What follows belongs to an exercise in optimizing a design on an open flow for small area; a production flow would make more cautious choices. RTL that was checked went through simulation tests only; none was proved equivalent to the original. Power figures rest on the tool's default switching activity, not on a simulated workload.

job 105:
Design quadrature_position_speed_tracker, start of the top module:
module quadrature_position_speed_tracker (
  input  logic        clk,
  input  logic        rst,
  input  logic        sample_valid,
  output logic        sample_ready,
  input  logic [1:0]  sample_op,
  input  logic [15:0] sample_count,
  output logic        result_valid,
  input  logic        result_ready,
  output logic [31:0] result_total_count,
  output logic [15:0] result_delta_count,
  output logic        result_direction,
  output logic [31:0] result_shaft_rpm,
  output logic [31:0] result_shaft_rps,
  output logic [15:0] result_mech_angle,
  output logic [15:0] result_elec_angle,
  output logic [31:0] result_index_count,
  input  logic        cfg_valid,
  output logic        cfg_ready,
  input  logic [1:0]  cfg_index,
  input  logic [31:0] cfg_data
);
Size in the first run: about 1,000 cells after synthesis, ~240 I/O pins, roughly 12,000 µm² of cells after synthesis.
Settings: LEC_CHECK=0, CAP_MARGIN=0, CORE_MARGIN=2, CORE_UTILIZATION=65, PLACE_DENSITY=0.9, SLEW_MARGIN=0; clock period 15.0 ns.
standard.sh (not shown) runs the stock make flow with config.mk's settings and CLKGATE_MAP_FILE= SYNTH_SCRIPT=/design/flow/synth_recipe.tcl, a recipe that flattens the netlist after the stock synthesis.
==> flow/flow/run.sh <==
#!/bin/bash
# The standard layout (standard.sh), with these changes:
#  - synthesis: synth_recipe.tcl unchanged except that abc maps the combinational logic with an
#    area-oriented script (flow/abc_area.script); the registers are untouched by abc;
#  - buf_1 port buffers;
#  - a clock tree of clkbuf_8 clusters of up to 16 sinks, without dummy loads.
set -euo pipefail
here=$(pwd)
sed "s#^source \$::env(SCRIPTS_DIR)/synth.tcl#source $here/flow/abc_override.tcl\nsource \$::env(SCRIPTS_DIR)/synth.tcl#" \
  synth_recipe.tcl > area_synth.tcl
export MY_ABC_SCRIPT="$here/flow/abc_area.script"
export BUFFER_PORTS_ARGS="-buffer_cell sky130_fd_sc_hd__buf_1"
export CTS_ARGS="-sink_clustering_enable -repair_clock_nets -buf_list sky130_fd_sc_hd__clkbuf_8 -sink_clustering_size 16 -sink_clustering_max_diameter 60 -dont_use_dummy_load"
bash standard.sh \
  "SYNTH_SCRIPT=$here/area_synth.tcl" \
  "BUFFER_PORTS_ARGS=$BUFFER_PORTS_ARGS" \
  "CTS_ARGS=$CTS_ARGS" \
  finish > standard.log 2>&1
==> flow/flow/abc_area.script <==
&get -n
&st
&dch
&nf -R 1000
&put
topo
dnsize -c
==> flow/flow/abc_override.tcl <==
# replace the abc script that synth.tcl hands to abc with $::env(MY_ABC_SCRIPT)

proc abc {args} {
  set out {}
  set skip 0
  foreach a $args {
    if {$skip} { lappend out $::env(MY_ABC_SCRIPT); set skip 0; continue }
    if {$a eq "-script"} { set skip 1 }
    lappend out $a
  }
  puts "abc override: $out"
  yosys abc {*}$out
}
### job 105 -> job 102
diff --git a/flow/design.v b/flow/design.v
--- a/flow/design.v
+++ b/flow/design.v
@@ -42,25 +42,24 @@
   logic [31:0] rpm_gain;
   logic [31:0] rps_gain;
   logic [31:0] total;
   logic [15:0] delta;
   logic        dir;
   logic [31:0] rpm;
   logic [31:0] rps;
   logic [31:0] index;
   logic [15:0] mech;    
   logic [20:0] rem;     
   logic        busy;
   logic [5:0]  cnt;
-  logic        mrnd;    
   logic        tneg;    
   logic        tchg;    
   assign cfg_ready = !rst;
   assign result_total_count = total;
   assign result_delta_count = delta;
   assign result_direction   = dir;
   assign result_shaft_rpm   = rpm;
   assign result_shaft_rps   = rps;
   assign result_mech_angle  = mech;
   assign result_elec_angle  = rem[15:0];
   assign result_index_count = index;
   wire start = sample_valid && !busy && (!result_valid || result_ready);
@@ -89,26 +88,25 @@
   wire        bor;
   wire        tdec  = (op_speed || op_pos) && step[15] && !bor;
   wire        mul_on = busy && op_speed && !cnt[5];
   wire [3:0]  mi     = cnt[3:0];
   wire        msel   = cnt[4];
   wire        mbit   = delta[0];    
   wire [5:0]  cnt_n  = cnt + 6'd1;
   wire        mlast  = (mi == 4'd15);
   wire        mneg   = dir;         
   wire        me1    = mbit && msel;
   wire        me2    = mbit && !msel;
   wire [31:0] mb     = ((rpm_gain & {32{me1}}) | (rps_gain & {32{me2}})) ^ {32{mbit && mlast}};
-  wire        mcin   = (mbit && mlast) || mrnd;
-  always_ff @(posedge clk) mrnd <= mneg ? (cnt_n[3:0] < 4'd7) : (cnt_n[3:0] == 4'd7);
+  wire        mcin   = (mbit && mlast) || (mneg ? (mi < 4'd7) : (mi == 4'd7));
   wire [31:0] msum;
   wire        mco;
   qpst_rca #(32) u_mul (.a({mech[7:0], rpm[31:8]}), .b(mb), .ci(mcin), .s(msum), .co(mco));
   wire        mtop   = (mbit && mlast) ? !mco : mco;
   wire [32:0] s      = {mtop, msum};
   wire [31:0] znext  = {s[24:0], rpm[7:1]};
   wire        fits   = (s[32:24] == 9'h000) || (s[32:24] == 9'h1FF);
   wire [31:0] mres   = (mlast && !fits) ? {s[32], {31{!s[32]}}} : znext;
   wire        trot   = busy && !cnt[5];
   wire        frac   = (cnt[5:4] == 2'b10);
   wire        ephase = (cnt[5:4] == 2'b11);
   wire        dbit   = cnt[5] ? (cnt[4] ? (cnt[3] && (cnt[0] ? tchg : sample_count[0])) : tneg)
[summary]
- Comparing job 105 with job 102, the effective utilization at floorplan came out essentially unchanged.
- Summary of job 102 over job 105: final cell count went up 2.0%; cell area shows no meaningful change; number of inserted diodes fell 1; critical path depth climbed 4.5%.
- | portion of total power attributed to the clock network | lower: job 102 |
- Between job 102 and job 105, the first-pass GRT wire length figures differ only marginally.
- Slack of the worst reg-to-reg path, job 102 and job 105, higher one = job 105.

* * *

alpha:
quadrature_position_speed_tracker, a different RTL version from the one above (not shown whole).
Size in the first run: ~1300 cells after synthesis, about 240 I/O pins, ~13000 um^2 of cells after synthesis.
==> module quadrature_position_speed_tracker, before the edit <==
module quadrature_position_speed_tracker (
  input  logic        clk,
  input  logic        rst,
  input  logic        sample_valid,
  output logic        sample_ready,
  input  logic [1:0]  sample_op,
  input  logic [15:0] sample_count,
  output logic        result_valid,
  input  logic        result_ready,
  output logic [31:0] result_total_count,
  output logic [15:0] result_delta_count,
  output logic        result_direction,
  output logic [31:0] result_shaft_rpm,
  output logic [31:0] result_shaft_rps,
  output logic [15:0] result_mech_angle,
  output logic [15:0] result_elec_angle,
  output logic [31:0] result_index_count,
  input  logic        cfg_valid,
  output logic        cfg_ready,
  input  logic [1:0]  cfg_index,
  input  logic [31:0] cfg_data
);
  logic [20:0] cpr_n;   
  logic [7:0]  pp;
  logic [31:0] rpm_gain;
  logic [31:0] rps_gain;
  logic [31:0] total;
  logic [15:0] delta;
  logic        dir;
  logic [31:0] rpm;
  logic [31:0] rps;
  logic [31:0] index;
  logic [15:0] mech;    
  logic [20:0] rem;     
  logic        busy;
  logic [5:0]  cnt;
  logic        icy;     
  logic        mbq;     
  logic        tinc;    
  logic        tdec;    
  assign cfg_ready = !rst;
  assign result_total_count = total;
  assign result_delta_count = delta;
  assign result_direction   = dir;
  assign result_shaft_rpm   = rpm;
  assign result_shaft_rps   = rps;
  assign result_mech_angle  = mech;
  assign result_elec_angle  = rem[15:0];
  assign result_index_count = index;
  wire start = sample_valid && !busy && (!result_valid || result_ready);
  wire last  = busy && (cnt == 6'd55);
  assign sample_ready = last;
  wire op_speed = (sample_op == 2'd0);
  wire op_index = (sample_op == 2'd1);
  wire op_clear = (sample_op == 2'd2);
  wire op_pos   = (sample_op == 2'd3);
  wire upd = start;
  wire clr = rst || (upd && op_clear);
  wire [31:0] rst32 = {32{rst}};
  wire [31:0] wd_cpr = ~((cfg_data & ~rst32) | (32'd4096  & rst32));
  wire [31:0] wd_pp  = (cfg_data & ~rst32) | (32'd1     & rst32);
  wire [31:0] wd_rpm = (cfg_data & ~rst32) | (32'd96000 & rst32);
  wire [31:0] wd_rps = (cfg_data & ~rst32) | (32'd1600  & rst32);
  always_ff @(posedge clk) begin
    if (rst || (cfg_valid && cfg_index == 2'd0)) cpr_n    <= wd_cpr[20:0];
    if (rst || (cfg_valid && cfg_index == 2'd1)) pp       <= wd_pp[7:0];
    if (rst || (cfg_valid && cfg_index == 2'd2)) rpm_gain <= wd_rpm;
    if (rst || (cfg_valid && cfg_index == 2'd3)) rps_gain <= wd_rps;
  end
  wire [15:0] step;
  wire        nbor;
  qpst_rca #(16) u_step (.a(sample_count), .b(~total[15:0]), .ci(1'b1), .s(step), .co(nbor));
  wire        bor = !nbor;
  wire [15:0] thi;
  qpst_rca #(16) u_thi (.a(total[31:16]), .b({16{tdec}}), .ci(tinc), .s(thi), .co());
  wire        first = busy && (cnt == 6'd63);
  wire        mul_on = busy && op_speed && !cnt[5];
  wire [3:0]  mi     = cnt[3:0];
  wire        msel   = cnt[4];
  wire        mbit   = mbq;
  wire [5:0]  cnt_n  = cnt + 6'd1;
  always_ff @(posedge clk) mbq <= delta[cnt_n[3:0]];
  wire        mlast  = (mi == 4'd15);
  wire        mneg   = delta[15];
  wire [31:0] g      = msel ? rpm_gain : rps_gain;
  wire [31:0] mb     = mbit ? (mlast ? ~g : g) : 32'd0;
  wire        mcin   = (mbit && mlast) || (mneg ? (mi < 4'd7) : (mi == 4'd7));
  wire [31:0] msum;
  wire        mco;
  qpst_rca #(32) u_mul (.a({mech[7:0], rpm[31:8]}), .b(mb), .ci(mcin), .s(msum), .co(mco));
  wire        mtop   = (mbit && mlast) ? !mco : mco;
  wire [32:0] s      = {mtop, msum};
  wire [31:0] znext  = {s[24:0], rpm[7:1]};
  wire        fits   = (s[32:24] == 9'h000) || (s[32:24] == 9'h1FF);
  wire [31:0] mres   = (mlast && !fits) ? {s[32], {31{!s[32]}}} : znext;
  wire        tneg   = total[31];
  wire        frac   = (cnt[5:4] == 2'b10);
  wire        ephase = (cnt[5:4] == 2'b11);
  wire        dbit   = cnt[5] ? (tneg && !cnt[4]) : (total[~cnt[4:0]] ^ tneg);
  wire        ppbit  = pp[~cnt[2:0]];
  wire [21:0] dt     = {rem, dbit};
  wire [21:0] db     = ephase ? {6'd0, mech & {16{ppbit}}} : {1'b1, cpr_n};
  wire [21:0] dd;
  wire        ge;
  qpst_rca #(22) u_div (.a(dt), .b(db), .ci(!ephase), .s(dd), .co(ge));
  wire [20:0] rnext  = (ge || ephase) ? dd[20:0] : dt[20:0];
  wire        qbit   = (ge ^ tneg) && (cpr_n != 21'h1FFFFF);
  always_ff @(posedge clk) begin
    if (busy && cnt[5] && (cnt[3:0] == 4'hF)) rem <= 21'd0;   
    else if (busy) rem <= rnext;
    if (upd) mech[7:0] <= 8'd0;
    else if (mul_on) mech[7:0] <= mlast ? 8'd0 : s[32:25];
    else if (busy && frac) mech <= {mech[14:0], qbit};
  end
  wire irot = busy && op_index && !cnt[5];
  always_ff @(posedge clk) begin
    if (clr) begin
      total <= 32'd0;
      delta <= 16'd0;
    end else if (upd) begin
      if (op_speed || op_pos) total[15:0] <= sample_count;
      if (op_speed) delta <= step;
    end else if (first) begin
      total[31:16] <= thi;
    end
    if (clr) index <= 32'd0;
    else if (irot) index <= {index[0] ^ icy, index[31:1]};
    if (upd) begin
      tinc <= (op_speed || op_pos) && bor && !step[15];
      tdec <= (op_speed || op_pos) && step[15] && !bor;
    end
    if (upd) icy <= 1'b1;
    else if (irot) icy <= icy & index[0];
    if (rst) dir <= 1'b0;
    else if (upd && op_speed) dir <= step[15];
    if (clr || (upd && op_speed) || (mul_on && mlast && !msel)) rpm <= 32'd0;
    else if (mul_on) rpm <= mres;
    if (clr) rps <= 32'd0;
    else if (mul_on && mlast && !msel) rps <= mres;
  end
  always_ff @(posedge clk) begin
    if (rst) begin
      busy         <= 1'b0;
      result_valid <= 1'b0;
    end else begin
      if (start) busy <= 1'b1;
      else if (last) busy <= 1'b0;
      if (last) result_valid <= 1'b1;
      else if (result_ready) result_valid <= 1'b0;
    end
    if (start) cnt <= 6'd63;
    else if (busy) cnt <= cnt_n;
  end
endmodule
clock: 15.0 ns
lec_check: 0
cap_margin: 0
core_margin: 2
core_utilization: 65
place_density: 0.75
slew_margin: 0
Scripts as last shown in full above: flow/flow/run.sh, flow/flow/abc_area.script, flow/flow/abc_override.tcl
alpha did not stop at any stage, and its layout met the timing, DRC and antenna checks.
> inputs changed (alpha -> delta)
-- flow/design.v --
<<< alpha, line 54
  logic        icy;     
  logic        mbq;     
  logic        tinc;    
  logic        tdec;    
  assign cfg_ready = !rst;
  assign result_total_count = total;
>>> delta, line 54
  logic        icy;     
  logic        mbq;     
  logic        tchg;    
  assign cfg_ready = !rst;
  assign result_total_count = total;
<<< alpha, line 89
  qpst_rca #(16) u_step (.a(sample_count), .b(~total[15:0]), .ci(1'b1), .s(step), .co(nbor));
  wire        bor = !nbor;
  wire [15:0] thi;
  qpst_rca #(16) u_thi (.a(total[31:16]), .b({16{tdec}}), .ci(tinc), .s(thi), .co());
  wire        first = busy && (cnt == 6'd63);
  wire        mul_on = busy && op_speed && !cnt[5];
>>> delta, line 88
  qpst_rca #(16) u_step (.a(sample_count), .b(~total[15:0]), .ci(1'b1), .s(step), .co(nbor));
  wire        bor = !nbor;
  wire        tdec  = (op_speed || op_pos) && step[15] && !bor;
  wire        first = busy && (cnt == 6'd63);
  wire        mul_on = busy && op_speed && !cnt[5];
<<< alpha, line 114
  wire        frac   = (cnt[5:4] == 2'b10);
  wire        ephase = (cnt[5:4] == 2'b11);
  wire        dbit   = cnt[5] ? (tneg && !cnt[4]) : (total[~cnt[4:0]] ^ tneg);
  wire        ppbit  = pp[~cnt[2:0]];
  wire [21:0] dt     = {rem, dbit};
  wire [21:0] db     = ephase ? {6'd0, mech & {16{ppbit}}} : {1'b1, cpr_n};
  wire [21:0] dd;
  wire        ge;
>>> delta, line 112
  wire        frac   = (cnt[5:4] == 2'b10);
  wire        ephase = (cnt[5:4] == 2'b11);
  wire        dbit   = cnt[5] ? (cnt[4] ? (cnt[3] && tchg) : tneg) : (total[~cnt[4:0]] ^ tneg);
  wire        ppbit  = pp[~cnt[2:0]];
  wire [21:0] dt     = {rem, dbit};
  wire [21:0] db     = ephase ? {6'd0, first ? total[31:16] : (mech & {16{ppbit}})} : {1'b1, cpr_n};
  wire [21:0] dd;
  wire        ge;
<<< alpha, line 126
    if (busy && cnt[5] && (cnt[3:0] == 4'hF)) rem <= 21'd0;   
    else if (busy) rem <= rnext;
    if (upd) mech[7:0] <= 8'd0;
    else if (mul_on) mech[7:0] <= mlast ? 8'd0 : s[32:25];
>>> delta, line 124
    if (busy && cnt[5] && (cnt[3:0] == 4'hF)) rem <= 21'd0;   
    else if (busy) rem <= rnext;
    else if (upd) rem <= {21{tdec}};
    if (upd) mech[7:0] <= 8'd0;
    else if (mul_on) mech[7:0] <= mlast ? 8'd0 : s[32:25];
<<< alpha, line 139
      if (op_speed) delta <= step;
    end else if (first) begin
      total[31:16] <= thi;
    end
    if (clr) index <= 32'd0;
    else if (irot) index <= {index[0] ^ icy, index[31:1]};
    if (upd) begin
      tinc <= (op_speed || op_pos) && bor && !step[15];
      tdec <= (op_speed || op_pos) && step[15] && !bor;
    end
    if (upd) icy <= 1'b1;
>>> delta, line 138
      if (op_speed) delta <= step;
    end else if (first) begin
      total[31:16] <= dd[15:0];
    end
    if (clr) index <= 32'd0;
    else if (irot) index <= {index[0] ^ icy, index[31:1]};
    if (upd) begin
      tchg <= (op_speed || op_pos) && (step[15] ^ bor);
    end
    if (upd) icy <= 1'b1;
## What came out
delta completed end to end with timing, DRC and antenna clean. Wire length on met2 down 3.2% in delta wrt alpha. Switching power share of the total (higher): alpha. NOTE design area alpha->delta decreased slightly. Changes observed in delta relative to alpha: sequential cell area fraction in the yosys report +0.44 points; routed length per placed instance +0.72%. Relative to alpha, the synthesized cell count of delta is lower by 25. On area of the die: delta sits below alpha. Basic-gate share of the synthesized area counting and, or, nand and nor cells: delta vs alpha, no meaningful difference. In delta, critical path depth is higher than in alpha. The share of the cycle needed by the critical path after routing on delta is in line with that on alpha. Compared with alpha, delta shows a met2 track utilization from global routing that is 1.8 points lower. In the tables for alpha and delta, detail-routed via count per cell reads higher with delta.
No run of this note included a check of the RTL's function; only the layout flow was run.

what the ideal ports hide:
How much do the figures lean on ideal ports? The routed layouts below were timed once more, with nothing changed but the port constraints.
Step 1: set_driving_cell puts a clkbuf_16 on clk and a buf_2 on each other input, an assumption about the parent block.
Step 2, shift: input delay + t, output delay - t, t = (earliest + latest rising clock arrival at the registers) / 2. This alone moves slack from input paths to output paths.
Three values: ideal ports, drivers, drivers and shift; two values: the first two.
run | t (ns) | setup WS [ns] | hold slack, ns
job 105 | 0.579 | 0.536 / 0.536 / 0.536 | 0.462 / 0.462 / 0.462
job 102 | 0.585 | 0.217 / 0.217 / 0.217 | 0.465 / 0.465 / 0.465
alpha | 0.577 | 0.570 / 0.570 / 0.570 | 0.437 / 0.437 / 0.437
delta | 0.587 | 0.559 / 0.559 / 0.559 | 0.462 / 0.462 / 0.462
After both steps setup and hold are still met in every run listed.
